Background: an optimization exercise with open tools, aiming at small area, a short achievable clock period and few clock cycles per item. Do not read the settings as production practice.
The RTL was checked by simulation tests, not by an equivalence proof against the original design.
Power is estimated from default activity; no workload was simulated.

==> design.v <==
`default_nettype none
package lane_runner_pkg;
  localparam logic [1:0] CELL_ROAD  = 2'd0;
  localparam logic [1:0] CELL_LOW   = 2'd1;
  localparam logic [1:0] CELL_HIGH  = 2'd2;
  localparam logic [1:0] CELL_TRAIN = 2'd3;
  localparam logic [1:0] ACT_FWD   = 2'd0;
  localparam logic [1:0] ACT_RIGHT = 2'd1;
  localparam logic [1:0] ACT_LEFT  = 2'd2;
  localparam logic [1:0] ACT_JUMP  = 2'd3;
  typedef enum logic [2:0] {
    ST_IDLE  = 3'd0,
    ST_LOAD  = 3'd1,
    ST_SOLVE = 3'd2,
    ST_EMIT  = 3'd3,
    ST_FAIL  = 3'd4
  } state_t;
  function automatic logic [1:0] walk_action(input int rank);
    case (rank)
      0:       walk_action = ACT_FWD;
      1:       walk_action = ACT_JUMP;
      2:       walk_action = ACT_RIGHT;
      default: walk_action = ACT_LEFT;
    endcase
  endfunction
endpackage
`default_nettype wire
`default_nettype none
module lane_step_rule
(
  input  wire logic [1:0] src_cell,
  input  wire logic [1:0] dst_cell,
  input  wire logic [1:0] action,
  input  wire logic       dst_in_range,
  output logic            legal
);
  logic w_change;
  always_comb begin
    w_change = (action == lane_runner_pkg::ACT_RIGHT) || (action == lane_runner_pkg::ACT_LEFT);
    legal = dst_in_range
         && (dst_cell != lane_runner_pkg::CELL_TRAIN)
         && !(w_change && ((dst_cell == lane_runner_pkg::CELL_LOW) || (dst_cell == lane_runner_pkg::CELL_HIGH)))
         && !((action == lane_runner_pkg::ACT_FWD) && (dst_cell == lane_runner_pkg::CELL_LOW))
         && !((action == lane_runner_pkg::ACT_JUMP) && (dst_cell == lane_runner_pkg::CELL_HIGH))
         && !((action == lane_runner_pkg::ACT_JUMP) && (src_cell == lane_runner_pkg::CELL_LOW));
  end
endmodule
`default_nettype wire
`default_nettype none
module lane_runner_solver
#(
  parameter int LANES = 4,
  parameter int COLS  = 64,
  parameter int LW    = $clog2(LANES)
) (
  input  wire logic             clk,
  input  wire logic             rst,
  input  wire logic             in_valid,
  input  wire logic [LW-1:0]    init,
  input  wire logic [2*LANES-1:0] in_map,
  output wire logic             out_valid,
  output wire logic [1:0]       out,
  output wire logic [LW-1:0]    lane_out,
  output wire logic             no_path
);
  localparam int CW = $clog2(COLS);
  lane_runner_pkg::state_t               state_q, state_d;
  logic [CW-1:0]        cnt_q, cnt_d;
  logic [LW-1:0]        lane_q, lane_d;
  logic [COLS-1:0][2*LANES-1:0] map_q;
  logic [COLS-1:0][2*LANES-1:0] map_d;
  logic [COLS-1:0][LANES-1:0]   ok_q;
  logic [COLS-1:0][LANES-1:0]   ok_d;
  logic                 out_valid_q, out_valid_d;
  logic [1:0]           out_q, out_d;
  logic [LW-1:0]        lane_out_q, lane_out_d;
  logic                 no_path_q, no_path_d;
  logic [CW-1:0]        w_nxt;
  logic [2*LANES-1:0]   w_src_col;
  logic [2*LANES-1:0]   w_dst_col;
  logic [LANES-1:0]     w_ok_nxt;
  logic [LANES-1:0]     w_ok_col;
  logic [4*LANES-1:0]   w_solve_ok;
  logic [1:0]           w_src_cell;
  logic [3:0]           w_walk_ok;
  logic [3:0][LW-1:0]   w_walk_dst;
  assign w_nxt      = cnt_q + CW'(1);
  assign w_src_col  = map_q[cnt_q];
  assign w_dst_col  = map_q[w_nxt];
  assign w_ok_nxt   = ok_q[w_nxt];
  assign w_src_cell = w_src_col[{lane_q, 1'b0} +: 2];
  for (genvar l = 0; l < LANES; l++) begin : g_solve_lane
    for (genvar a = 0; a < 4; a++) begin : g_solve_act
      localparam int DST =
          (a == 1) ? ((l < LANES - 1) ? l + 1 : l) :
          (a == 2) ? ((l > 0) ? l - 1 : l) : l;
      localparam bit IN_RANGE =
          (a == 1) ? (l < LANES - 1) :
          (a == 2) ? (l > 0) : 1'b1;
      localparam logic [1:0] ACT = 2'(a);
      logic w_legal;
      lane_step_rule u_rule (
        .src_cell     (w_src_col[2*l +: 2]),
        .dst_cell     (w_dst_col[2*DST +: 2]),
        .action       (ACT),
        .dst_in_range (IN_RANGE),
        .legal        (w_legal)
      );
      assign w_solve_ok[4*l + a] = w_legal & w_ok_nxt[DST];
    end
    assign w_ok_col[l] = |w_solve_ok[4*l +: 4];
  end
  for (genvar i = 0; i < 4; i++) begin : g_walk
    localparam logic [1:0] ACT = lane_runner_pkg::walk_action(i);
    logic          w_in_range;
    logic [LW-1:0] w_dst;
    logic          w_legal;
    if (ACT == lane_runner_pkg::ACT_RIGHT) begin : g_right
      assign w_in_range = (lane_q != LW'(LANES - 1));
      assign w_dst      = w_in_range ? lane_q + LW'(1) : lane_q;
    end else if (ACT == lane_runner_pkg::ACT_LEFT) begin : g_left
      assign w_in_range = (lane_q != '0);
      assign w_dst      = w_in_range ? lane_q - LW'(1) : lane_q;
    end else begin : g_same
      assign w_in_range = 1'b1;
      assign w_dst      = lane_q;
    end
    lane_step_rule u_rule (
      .src_cell     (w_src_cell),
      .dst_cell     (w_dst_col[{w_dst, 1'b0} +: 2]),
      .action       (ACT),
      .dst_in_range (w_in_range),
      .legal        (w_legal)
    );
    assign w_walk_dst[i] = w_dst;
    assign w_walk_ok[i]  = w_legal & w_ok_nxt[w_dst];
  end
  always_comb begin
    state_d     = state_q;
    cnt_d       = cnt_q;
    lane_d      = lane_q;
    map_d       = map_q;
    ok_d        = ok_q;
    out_valid_d = 1'b0;
    out_d       = '0;
    lane_out_d  = '0;
    no_path_d   = 1'b0;
    case (state_q)
      lane_runner_pkg::ST_IDLE: begin
        if (in_valid) begin
          map_d[0] = in_map;
          lane_d   = init;
          cnt_d    = CW'(1);
          state_d  = lane_runner_pkg::ST_LOAD;
        end
      end
      lane_runner_pkg::ST_LOAD: begin
        if (!in_valid) begin
          state_d = lane_runner_pkg::ST_IDLE;
        end else begin
          map_d[cnt_q] = in_map;
          if (cnt_q == CW'(COLS - 1)) begin
            for (int l = 0; l < LANES; l++) begin
              ok_d[COLS-1][l] = (in_map[2*l +: 2] != lane_runner_pkg::CELL_TRAIN);
            end
            cnt_d   = CW'(COLS - 2);
            state_d = lane_runner_pkg::ST_SOLVE;
          end else begin
            cnt_d = cnt_q + CW'(1);
          end
        end
      end
      lane_runner_pkg::ST_SOLVE: begin
        ok_d[cnt_q] = w_ok_col;
        if (cnt_q == '0) begin
          if (w_ok_col[lane_q] && (w_src_cell == lane_runner_pkg::CELL_ROAD)) begin
            state_d = lane_runner_pkg::ST_EMIT;
          end else begin
            state_d = lane_runner_pkg::ST_FAIL;
          end
        end else begin
          cnt_d = cnt_q - CW'(1);
        end
      end
      lane_runner_pkg::ST_EMIT: begin
        out_valid_d = 1'b1;
        out_d       = lane_runner_pkg::ACT_FWD;
        lane_out_d  = lane_q;
        for (int i = 3; i >= 0; i--) begin
          if (w_walk_ok[i]) begin
            out_d      = lane_runner_pkg::walk_action(i);
            lane_out_d = w_walk_dst[i];
          end
        end
        lane_d = lane_out_d;
        cnt_d  = cnt_q + CW'(1);
        if (cnt_q == CW'(COLS - 2)) begin
          state_d = lane_runner_pkg::ST_IDLE;
        end
      end
      lane_runner_pkg::ST_FAIL: begin
        no_path_d = 1'b1;
        state_d   = lane_runner_pkg::ST_IDLE;
      end
      default: begin
        state_d = lane_runner_pkg::ST_IDLE;
      end
    endcase
  end
  always_ff @(posedge clk or posedge rst) begin
    if (rst) begin
      state_q     <= lane_runner_pkg::ST_IDLE;
      cnt_q       <= '0;
      lane_q      <= '0;
      map_q       <= '0;
      ok_q        <= '0;
      out_valid_q <= 1'b0;
      out_q       <= '0;
      lane_out_q  <= '0;
      no_path_q   <= 1'b0;
    end else begin
      state_q     <= state_d;
      cnt_q       <= cnt_d;
      lane_q      <= lane_d;
      map_q       <= map_d;
      ok_q        <= ok_d;
      out_valid_q <= out_valid_d;
      out_q       <= out_d;
      lane_out_q  <= lane_out_d;
      no_path_q   <= no_path_d;
    end
  end
  assign out_valid = out_valid_q;
  assign out       = out_q;
  assign lane_out  = lane_out_q;
  assign no_path   = no_path_q;
endmodule
`default_nettype wire
==> run.sh <==
#!/bin/bash
# synth_recipe.tcl (not shown) runs the flow's synth.tcl, then flattens the netlist and writes it again
# the make line also repeats each setting of config.mk as NAME=value (left out here)
make -C /OpenROAD-flow-scripts/flow DESIGN_CONFIG=/design/flow/config.mk WORK_HOME=/design/flow/orfs CLKGATE_MAP_FILE= SYNTH_SCRIPT=/design/flow/synth_recipe.tcl finish
==> config.mk <==
export PLATFORM = sky130hd
export DESIGN_NAME = lane_runner_solver
export DESIGN_NICKNAME = lane_runner_solver
export VERILOG_FILES = /design/flow/design.v
export SDC_FILE = /design/flow/constraint.sdc
export NUM_CORES = 4
export LEC_CHECK = 0
export CAP_MARGIN = 20
export CORE_MARGIN = 2
export CORE_UTILIZATION = 40
export SLEW_MARGIN = 20
==> constraint.sdc <==
create_clock -name core_clock -period 5.5 [get_ports {clk}]
set_input_delay 1.1000 -clock core_clock [delete_from_list [all_inputs] [get_ports {clk}]]
set_output_delay 1.1000 -clock core_clock [all_outputs]
set_load 0.01 [all_outputs]
==> qor.yml <==
synth_cell_types: 85
wl_mm: 128.2
path_class: "flip-flop to flip-flop"
tritoncts: "built"
postPlaceCellArea_um2: 43700
skew_ns: 0.03311
fmax_mhz: 189.6
hold_path_class: "flip-flop to flip-flop"
clock-sinks: 785
dp_hpwl_mm: 86.34
p_leak_nw: 20.90
crit_path_end_kind: "flip-flop"
rows: 118
hold_viol_final: 0
peakVddDrop_mv: 0.6099
netlist_instances: 3116
ys_async_sr_fraction_pct: 100.0
setup-tns-final_ns: 0
grt_max_degree: 117
fin_crit_sh_pct: 95.90
p_per_area_nw_per_um2: 570.8
dieHeight_um: 325.9
grt_pass1_vias: 28374
status: "timing/DRC/antenna clean"
worstPathRequired_ns: 6.07
drive_above_1_share_pct: 40.02
grt_first_pass_wirelength_mm: 194.1
ioPinCount: 19
ctsHoldBuffers: 0
die_x_um: 325.9
cp_top_family: "compound AO/OA/AOI/OAI gates"
cts_resized: 0
synth-seq-cells: 785
layout_commonest_cell: "dfrtp_1"
crit_chain: "inv_1 > ha_4 > buf_12 > buf_12 > mux4_2 > mux2i_1 > a222oi_1 > a22oi_1 > nor2_1 > a21o_1 > ha_1 > nor2_1 > a2111oi_4 > o21ai_2 > a311oi_2 > nor3_2 > a211o_1"
worst_slew_pin_slew_ns: 1.087
crit_buf_inv: 3
period_minus_slack_ns: 5.274
crit_slowest_cell: "ha_4"
critPathMaxStageDelay_ns: 0.66
drv_cap: 0
antenna_found_initial: 4
synth-edff-count: 0
cts.clk_slew.worst_paths_ns: 0.06
start_kind: "flip-flop"
drc: 0
syn_to_final_growth_pct: 13.11
fin_hold_ws_ns: 0.4756
start_util_pct: 40.17
syn_nets: 3136
vias: 28153
ant_nets: 0
core-area_um2: 103200
yosysSeqAreaShare_pct: 47.38
nets: 3191
worstSkewPairLatency_ns: 0.69
avgRoutedWirePerCell_um: 27.71
postCtsSetupBuffers: 0
ys.warnings.count: 2
synthFlopType: "dfrtp_1"
maxSlewViolCount: 0
syn-mean-instance-area_um2: 13.30
clockBufferDepth: 3
fin_util_pct: 45.44
htreeDepth: 3
root_buffer: "clkbuf_16"
dr.pass1.iters: 8
cp_max_fo: 24
cts_made_buffers: 92
grt_usage_pct: 24.26
portBuffers: 18
setup_viol: 0
via_per_inst: 6.086
dieArea_um2: 106200
final_cell_mix: "781 x dfrtp_1, 657 x mux2_2, 260 x mux4_2"
grt-ovfl-total: 0
globalplace.congestion: 0.9433
design_area_um2: 46890
synth_area_um2: 41460
slew_headroom_pct: 27.52
drt_iter0_markers: 3195
rsz0062_at_grt: "no"
critPathArrivalTime_ns: 5.85
cell usage after synthesis, drive strengths merged, types with 4 or more instances:
master,n,area (um^2)
a2111oi,8,90.09
a211oi,8,60.06
a21oi,123,615.6
a221oi,9,78.83
a222oi,4,40.04
a22o,10,87.58
a22oi,58,435.4
a31o,4,35.03
a31oi,16,100.1
a32o,7,71.32
a32oi,15,131.4
and2,15,96.34
and3,9,56.30
and4,4,35.03
buf,120,914.6
clkbuf,122,457.9
clkinv,4,15.01
dfrtp,785,19640
ha,7,87.58
inv,9,33.78
mux2,657,7398
mux2i,172,1722
mux4,263,5934
nand2,176,660.6
nand2b,6,37.54
nand3,76,380.4
nand4,13,81.33
nor2,234,880.9
nor2b,11,68.82
nor3,12,65.06
o21ai,67,339.1
o221ai,11,96.34
o22ai,4,25.02
o2bb2ai,4,35.03
o32a,4,40.04
or2,10,65.07
xnor2,6,71.32
xor2,5,62.56
metal layers:
metal	vias up	track usage (%)	part of all wire (%)
met3	245	5.761	8.1
met4	0	8.235	3.6
met2	1097	35.77	44
met5	-	0	0
met1	14916	35.15	44
li1	11895	-	-
where the power goes:
| group | switching [mW] | internal (mW) |
|---|---|---|
| clock | 2.58 | 3.82 |
| combinational | 7.34 | 4.99 |
| sequential | 0.995 | 7.04 |
worst reg2reg max path, stage by stage, from the launching register on:
cell and delay [ns]:
dfrtp_4 0.54, inv_1 0.12, ha_4 0.66, buf_12 0.30, buf_12 0.16, mux4_2 0.48
mux2i_1 0.34, a222oi_1 0.33, a22oi_1 0.44, nor2_1 0.10, a21o_1 0.19, ha_1 0.31
nor2_1 0.08, a2111oi_4 0.36, o21ai_2 0.09, a311oi_2 0.29, nor3_2 0.09, a211o_1 0.27
kinds of logic after synthesis:
| logic type | Yosys count | share of synthesized area, % |
|---|---|---|
| muxes | 1092 | 36.31 |
| DFF | 785 | 47.38 |
| and+or+nand+nor | 581 | 6.124 |
| AOI/OAI and AO/OA | 385 | 6.214 |
| buffers and inverters | 255 | 3.429 |
| xor gates and xnor gates | 11 | 0.3229 |
| adders and majority gates | 7 | 0.2113 |
area by class of cell:
cell class	instances	area (um^2)
diodes	3	7.507
clock buffers	133	2718
clock inverters	33	457.9
fillers	9321	56310
inverters	13	52.55
multi-input cells	2076	20460
flip-flops and latches	785	19650
well taps	1380	1727
repair buffers	203	1815
path summary, 6_finish.rpt:
path                          start    endpoint  slack, ns  cells after the start
max                        cnt_q[0]   lane_q[1]       0.23                     17
min                        ok_q[36]    ok_q[36]       0.48                      2
max reg2reg                cnt_q[0]   lane_q[1]       0.23                     17
min reg2reg                ok_q[36]    ok_q[36]       0.48                      2
max in group asynchronous       rst   ok_q[111]       3.35                      4
min in group asynchronous       rst  map_q[248]       0.90                      2
flip-flops by register name (all words and copies together) (netlist names):
register / count
cnt_q: 6
map_q: 512
state_q: 3
ok_q: 256
lane_q: 2
out_valid_q: 1
no_path_q: 1
lane_out_q: 2
out_q: 2
per-stage QoR:
stage / worst slack, ns / power, mW / std cells
detailed placement: 0.3438 / 20.27 / 4456
CTS: 0.3309 / 26.74 / 4622
floorplan: -6.371 / 16.29 / 3116
global placement: 0.2031 / 20.16 / 4455
finish: 0.2257 / 26.77 / 4626
global route: 0.03133 / 27.96 / 4623
Testbench counts, summed over its fixed seeds: cycles 206,238, maps 1,200.

static timing again, ports no longer ideal:
How much do the figures lean on ideal ports? The routed layout below was timed once more, with nothing changed but the port constraints.
Step 1 assumes that a clkbuf_16 drives the clock port and a buf_2 every other input.
Step 2 adds t to the input delays and takes it off the output delays; t is the mean of the earliest and latest rising clock arrival at the registers after step 1. Input paths then give back, and output paths get back, about the clock's delay inside the block.
Slacks: no drivers / after step 1 / after step 2; pairs: no drivers / after step 1.
t, ns: 0.746
setup slack, ns: 0.226 / 0.226 / 0.226
latest minus earliest clock arrival (ns): 0.033 / 0.033
worst register clock-pin slew, ns: 0.07 / 0.07
After both steps setup and hold are still met in this run. The setup slack of this run moves by 0.000 ns with the drivers and by 0.000 ns with both steps.
